Background: an optimization exercise with open tools, aiming at small area and a short achievable clock period. Do not read the settings as production practice.
Power figures rest on the tool's default switching activity, not on a simulated workload.

==> inputs of run a <==
// tlc5955_gs_buffer
module tlc5955_gs_buffer #(
    parameter int DaisyChain = 2,
    parameter int AddrWidth  = 7
) (
    input  logic                 clk,
    input  logic                 reset,
    input  logic                 wr_en,
    input  logic [AddrWidth-1:0] wr_addr,
    input  logic [15:0]          wr_data,
    input  logic                 swap,
    output logic                 swap_pending,
    output logic                 front_bank,
    output logic                 spi_transfer,
    input  logic                 spi_busy,
    input  logic                 next_data,
    output logic [15:0]          data_out,
    output logic                 underrun
);
    localparam int Words  = 48 * DaisyChain;    
    localparam logic [AddrWidth-1:0] LastAddr = AddrWidth'(Words - 1);
    typedef enum logic [1:0] {IDLE, ARM, STREAM} state_t;
    state_t      state_q;
    state_t      state_d;
    logic        start;
    logic        active;
    logic        drained;
    logic        pop;
    logic        last_pop;
    logic        at_zero;            
    logic [Words-1:0]   rd_sel_q;    
    logic [Words-1:0]   rd_sel_d;
    logic [2*Words-1:0] rd_sel;      
    logic        pulse;              
    logic [15:0] ram [2][Words];
    logic [15:0] wr_grp;
    logic [7:0]  wr_sub [2];
    logic        fb_int;             
    logic [15:0] nxt_word_n;        
    logic [15:0] top_word;
    always_comb begin
        state_d = state_q;
        start   = 1'b0;
        unique case (state_q)
            IDLE: begin
                if (swap_pending || swap) begin
                    start   = 1'b1;
                    state_d = ARM;
                end
            end
            ARM: begin
                if (spi_busy) state_d = STREAM;
            end
            STREAM: begin
  ...
==> module gs_aoi222, before the edit <==
module gs_aoi222 (
    input  logic a0, b0, a1, b1, a2, b2,
    output logic y
);
    assign y = ~((a0 & b0) | (a1 & b1) | (a2 & b2));
endmodule
==> module gs_nand4, before the edit <==
module gs_nand4 (
    input  logic a, b, c, d,
    output logic y
);
    assign y = ~(a & b & c & d);
endmodule
==> module gs_nor2, before the edit <==
module gs_nor2 (
    input  logic a, b,
    output logic y
);
    assign y = ~(a | b);
endmodule
==> module gs_read_bit, before the edit <==
module gs_read_bit (
    input  logic [191:0] sel,
    input  logic [191:0] d,
    output logic         y_n
);
    logic [63:0] l1;
    logic [15:0] l2;
    logic [7:0]  l3;
    logic [1:0]  l4;
    for (genvar i = 0; i < 64; i++) begin : g_l1
        gs_aoi222 u (.a0(sel[3*i]), .b0(d[3*i]), .a1(sel[3*i+1]), .b1(d[3*i+1]),
                     .a2(sel[3*i+2]), .b2(d[3*i+2]), .y(l1[i]));
    end
    for (genvar i = 0; i < 16; i++) begin : g_l2
        gs_nand4 u (.a(l1[4*i]), .b(l1[4*i+1]), .c(l1[4*i+2]), .d(l1[4*i+3]), .y(l2[i]));
    end
    for (genvar i = 0; i < 8; i++) begin : g_l3
        gs_nor2 u (.a(l2[2*i]), .b(l2[2*i+1]), .y(l3[i]));
    end
    for (genvar i = 0; i < 2; i++) begin : g_l4
        gs_nand4 u (.a(l3[4*i]), .b(l3[4*i+1]), .c(l3[4*i+2]), .d(l3[4*i+3]), .y(l4[i]));
    end
    gs_nor2 u_l5 (.a(l4[0]), .b(l4[1]), .y(y_n));
endmodule
==> module gs_rd_sel_next, before the edit <==
module gs_rd_sel_next #(
    parameter int Words = 96
) (
    input  logic             load,       
    input  logic             step,       
    input  logic [Words-1:0] sel_q,
    output logic [Words-1:0] sel_d
);
    always_comb begin
        for (int i = 0; i < Words; i++) begin
            if (load)      sel_d[i] = (i == Words - 2);
            else if (step) sel_d[i] = (i + 1 < Words) ? sel_q[i+1] : 1'b0;
            else           sel_d[i] = sel_q[i];
        end
    end
endmodule
==> module tlc5955_gs_buffer, before the edit <==
module tlc5955_gs_buffer #(
    parameter int DaisyChain = 2,
    parameter int AddrWidth  = 7
) (
    input  logic                 clk,
    input  logic                 reset,
    input  logic                 wr_en,
    input  logic [AddrWidth-1:0] wr_addr,
    input  logic [15:0]          wr_data,
    input  logic                 swap,
    output logic                 swap_pending,
    output logic                 front_bank,
    output logic                 spi_transfer,
    input  logic                 spi_busy,
    input  logic                 next_data,
    output logic [15:0]          data_out,
    output logic                 underrun
);
    localparam int Words  = 48 * DaisyChain;    
    localparam logic [AddrWidth-1:0] LastAddr = AddrWidth'(Words - 1);
    typedef enum logic [1:0] {IDLE, ARM, STREAM} state_t;
    state_t      state_q;
    state_t      state_d;
    logic        start;
    logic        active;
    logic        drained;
    logic        pop;
    logic        last_pop;
    logic        at_zero;            
    logic [Words-1:0]   rd_sel_q;    
    logic [Words-1:0]   rd_sel_d;
    logic [2*Words-1:0] rd_sel;      
    logic        pulse;              
    logic [15:0] ram [2][Words];
    logic [15:0] wr_grp;
    logic [7:0]  wr_sub [2];
    logic        fb_int;             
    logic [15:0] nxt_word_n;        
    logic [15:0] top_word;
    always_comb begin
        state_d = state_q;
        start   = 1'b0;
        unique case (state_q)
            IDLE: begin
                if (swap_pending || swap) begin
                    start   = 1'b1;
                    state_d = ARM;
                end
            end
            ARM: begin
                if (spi_busy) state_d = STREAM;
            end
            STREAM: begin
                if (!spi_busy) state_d = IDLE;
            end
            default: state_d = IDLE;
        endcase
    end
    always_comb begin
        active   = (state_q != IDLE);
        pop      = next_data && active && !drained;
        last_pop = pop && at_zero;
        for (int w = 0; w < Words; w++) begin
            rd_sel[2*w]   = rd_sel_q[w] & !fb_int;
            rd_sel[2*w+1] = rd_sel_q[w] &  fb_int;
        end
        top_word = fb_int ? ram[1][Words-1] : ram[0][Words-1];
    end
    for (genvar j = 0; j < 16; j++) begin : g_rd
        logic [2*Words-1:0] d;
        for (genvar w = 0; w < Words; w++) begin : g_w
            assign d[2*w]   = ram[0][w][j];
            assign d[2*w+1] = ram[1][w][j];
        end
        gs_read_bit u_bit (.sel(rd_sel), .d(d), .y_n(nxt_word_n[j]));
    end
    always_comb begin
        for (int g = 0; g < 16; g++) wr_grp[g] = wr_en && (wr_addr[6:3] == 4'(g));
        for (int s = 0; s < 8; s++) begin
            wr_sub[0][s] = fb_int && (wr_addr[2:0] == 3'(s));
            wr_sub[1][s] = !fb_int && (wr_addr[2:0] == 3'(s));
        end
    end
    for (genvar b = 0; b < 2; b++) begin : g_bank
        for (genvar w = 0; w < Words; w++) begin : g_word
            always_ff @(posedge clk) begin
                if (wr_grp[w/8] && wr_sub[b][w%8]) ram[b][w] <= wr_data;
            end
        end
    end
    gs_rd_sel_next #(.Words(Words)) u_sel_next (
        .load(start), .step(pop && !at_zero),
        .sel_q(rd_sel_q), .sel_d(rd_sel_d)
    );
    always_ff @(posedge clk) begin
        rd_sel_q <= rd_sel_d;
        pulse    <= start;
        if (start) begin
            at_zero  <= 1'b0;
            drained  <= 1'b0;
        end else if (pop) begin
            if (at_zero) drained <= 1'b1;
            else         at_zero <= rd_sel_q[0];
        end
    end
    always_ff @(posedge clk) begin
        if (reset) begin
            state_q      <= IDLE;
            front_bank   <= 1'b0;
            fb_int       <= 1'b0;
            swap_pending <= 1'b0;
            spi_transfer <= 1'b0;
            underrun     <= 1'b0;
            data_out     <= '0;
        end else begin
            state_q      <= state_d;
            spi_transfer <= start;
            if (start) begin
                front_bank   <= ~front_bank;
                fb_int       <= ~fb_int;
                swap_pending <= 1'b0;
            end else if (swap) begin
                swap_pending <= 1'b1;
            end
            if (next_data && (!active || drained)) underrun <= 1'b1;
            if (!active || drained || last_pop) data_out <= '0;
            else if (pop)                       data_out <= ~nxt_word_n;
            else if (pulse)                     data_out <= top_word;
        end
    end
endmodule
make LEC_CHECK=0 CAP_MARGIN=20 CORE_MARGIN=2 CORE_UTILIZATION=55 CTS_CLUSTER_DIAMETER=80 CTS_CLUSTER_SIZE=24 SETUP_SLACK_MARGIN=2.8 SLEW_MARGIN=20 SYNTH_HIERARCHICAL=1 SYNTH_MINIMUM_KEEP_SIZE=0 finish   # period 5.2 ns
run.sh (not shown) runs the stock make flow with config.mk's settings and CLKGATE_MAP_FILE= SYNTH_SCRIPT=/design/flow/synth_recipe.tcl, a recipe that flattens the netlist after the stock synthesis.
==> run b (differences from run a) <==
==> flow/design.v (replaced) <==
module tlc5955_gs_buffer #(
    parameter int DaisyChain = 2,
    parameter int AddrWidth  = 7
) (
    input  logic                 clk,
    input  logic                 reset,
    input  logic                 wr_en,
    input  logic [AddrWidth-1:0] wr_addr,
    input  logic [15:0]          wr_data,
    input  logic                 swap,
    output logic                 swap_pending,
    output logic                 front_bank,
    output logic                 spi_transfer,
    input  logic                 spi_busy,
    input  logic                 next_data,
    output logic [15:0]          data_out,
    output logic                 underrun
);
    localparam int Words = 48 * DaisyChain;
    localparam logic [AddrWidth-1:0] LastAddr = AddrWidth'(Words - 1);
    typedef enum logic [1:0] {IDLE, ARM, STREAM} state_t;
    state_t               state_q;
    state_t               state_d;
    logic                 start;
    logic                 active;
    logic                 drained;
    logic                 pop;
    logic                 last_pop;
    logic                 at_zero;     
    logic [AddrWidth-1:0] nxt_addr;    
    logic [15:0]          ram [2][Words];
    logic [15:0]          nxt_word;
    logic [15:0]          top_word;
    always_comb begin
        state_d = state_q;
        start   = 1'b0;
        unique case (state_q)
            IDLE: begin
                if (swap_pending || swap) begin
                    start   = 1'b1;
                    state_d = ARM;
                end
            end
            ARM: begin
                if (spi_busy) state_d = STREAM;
            end
            STREAM: begin
                if (!spi_busy) state_d = IDLE;
            end
            default: state_d = IDLE;
        endcase
    end
    always_comb begin
        active   = (state_q != IDLE);
        pop      = next_data && active && !drained;
        last_pop = pop && at_zero;
        nxt_word = ram[front_bank][nxt_addr];
        top_word = ram[front_bank][LastAddr];
    end
    always_ff @(posedge clk) begin
        if (wr_en && (wr_addr <= LastAddr)) begin
            ram[!front_bank][wr_addr] <= wr_data;
        end
    end
    always_ff @(posedge clk) begin
        if (reset) begin
            state_q      <= IDLE;
            front_bank   <= 1'b0;
            swap_pending <= 1'b0;
            spi_transfer <= 1'b0;
            underrun     <= 1'b0;
            nxt_addr     <= LastAddr - 1'b1;
            at_zero      <= 1'b0;
            drained      <= 1'b0;
            data_out     <= '0;
        end else begin
            state_q      <= state_d;
            spi_transfer <= start;
            if (start) begin
                front_bank   <= ~front_bank;
                swap_pending <= 1'b0;
                nxt_addr     <= LastAddr - 1'b1;
                at_zero      <= 1'b0;
                drained      <= 1'b0;
            end else begin
                if (swap) swap_pending <= 1'b1;
                if (pop) begin
                    if (at_zero) drained <= 1'b1;
                    else begin
                        nxt_addr <= nxt_addr - 1'b1;
                        at_zero  <= (nxt_addr == '0);
                    end
                end
            end
            if (next_data && (!active || drained)) underrun <= 1'b1;
            if (!active || drained || last_pop) data_out <= '0;
            else if (pop)                       data_out <= nxt_word;
            else if (spi_transfer)              data_out <= top_word;
        end
    end
endmodule
==> flow/config.mk (replaced) <==
export PLATFORM = sky130hd
export DESIGN_NAME = tlc5955_gs_buffer
export DESIGN_NICKNAME = tlc5955_gs_buffer
export VERILOG_FILES = /design/flow/design.v
export SDC_FILE = /design/flow/constraint.sdc
export NUM_CORES = 4
export LEC_CHECK = 0
export CAP_MARGIN = 20
export CORE_MARGIN = 2
export CORE_UTILIZATION = 40
export SETUP_SLACK_MARGIN = 0.25
export SLEW_MARGIN = 20
==> comparison table <==
                                                                               run a                     run b
Source of the worst register-to-register timing path             fb_int$_SDFFE_PP0P_  nxt_addr[0]$_SDFFE_PP0P_
Period minus WS final                                                        3.40 ns                   4.56 ns
Die area                                                                207,000 um^2              306,000 um^2
Result of the run                                           timing/DRC/antenna clean  timing/DRC/antenna clean
Power in combinational cells                                                 1750 uW                   2850 uW
Final WL                                                                      322 mm                    353 mm
Remaining max-slew budget at the tightest pin                                  0.176                     0.227
Final cycle utilization of the critical path                                   0.653                     0.877
Clock power frac                                                               0.313                     0.417
Cell with the largest stage delay on the worst path        sky130_fd_sc_hd__a222oi_1  sky130_fd_sc_hd__dfxtp_4
Post-synthesis mux area share                                                0.00984                     0.160
Synth Register Bits                                                            3,194                     3,103
Syn Area/Cell                                                              20.5 um^2                 21.7 um^2
Worst setup timing slack at the placement stage                             0.789 ns                  0.842 ns
Multi-input gate share of total cell area                                      0.146                     0.186
Multi-input gate count                                                         2,185                     2,133
Placement Cell Area                                                     118,000 um^2              128,000 um^2
Post-DP HPWL                                                                  191 mm                    217 mm
Critical path's largest stage delay                                          0.87 ns                   1.07 ns
Number of placement rows                                                         165                       201
Fraction of the mapped netlist area in simple logic gates                     0.0455                    0.0217
Number of non-clock inverters                                                      0                        11
DRT Pass-1 Iters                                                                  10                        12
Global-route wire length before repair                                        443 mm                    490 mm
Cell depth of the worst flop-to-flop path                                         10                         8
Adder-cell share of the synthesized area                                           0                  0.000746
No run of this note included a check of the RTL's function; only the layout flow was run.

-- port drivers added, routing unchanged --
How much do the figures lean on ideal ports? The routed layouts below were timed once more, with nothing changed but the port constraints. Step 1: set_driving_cell puts a clkbuf_16 on clk and a buf_2 on each other input, an assumption about the parent block. Step 2 moves the port delays by t, midway between the first and last clock arrival at a register: inputs arrive t later, outputs are due t later. That takes back most of the time a late clock gives input paths. Three values: ideal, step 1, step 2; two values: the first two.
| run | t, ns | slack for setup (ns) | latest minus earliest clock arrival (ns) |
|---|---|---|---|
| run a | 0.917 | 1.803 / 1.803 / 1.803 | 0.051 / 0.051 |
| run b | 0.953 | 0.639 / 0.639 / 0.639 | 0.080 / 0.080 |
After both steps setup and hold are still met in every run listed.
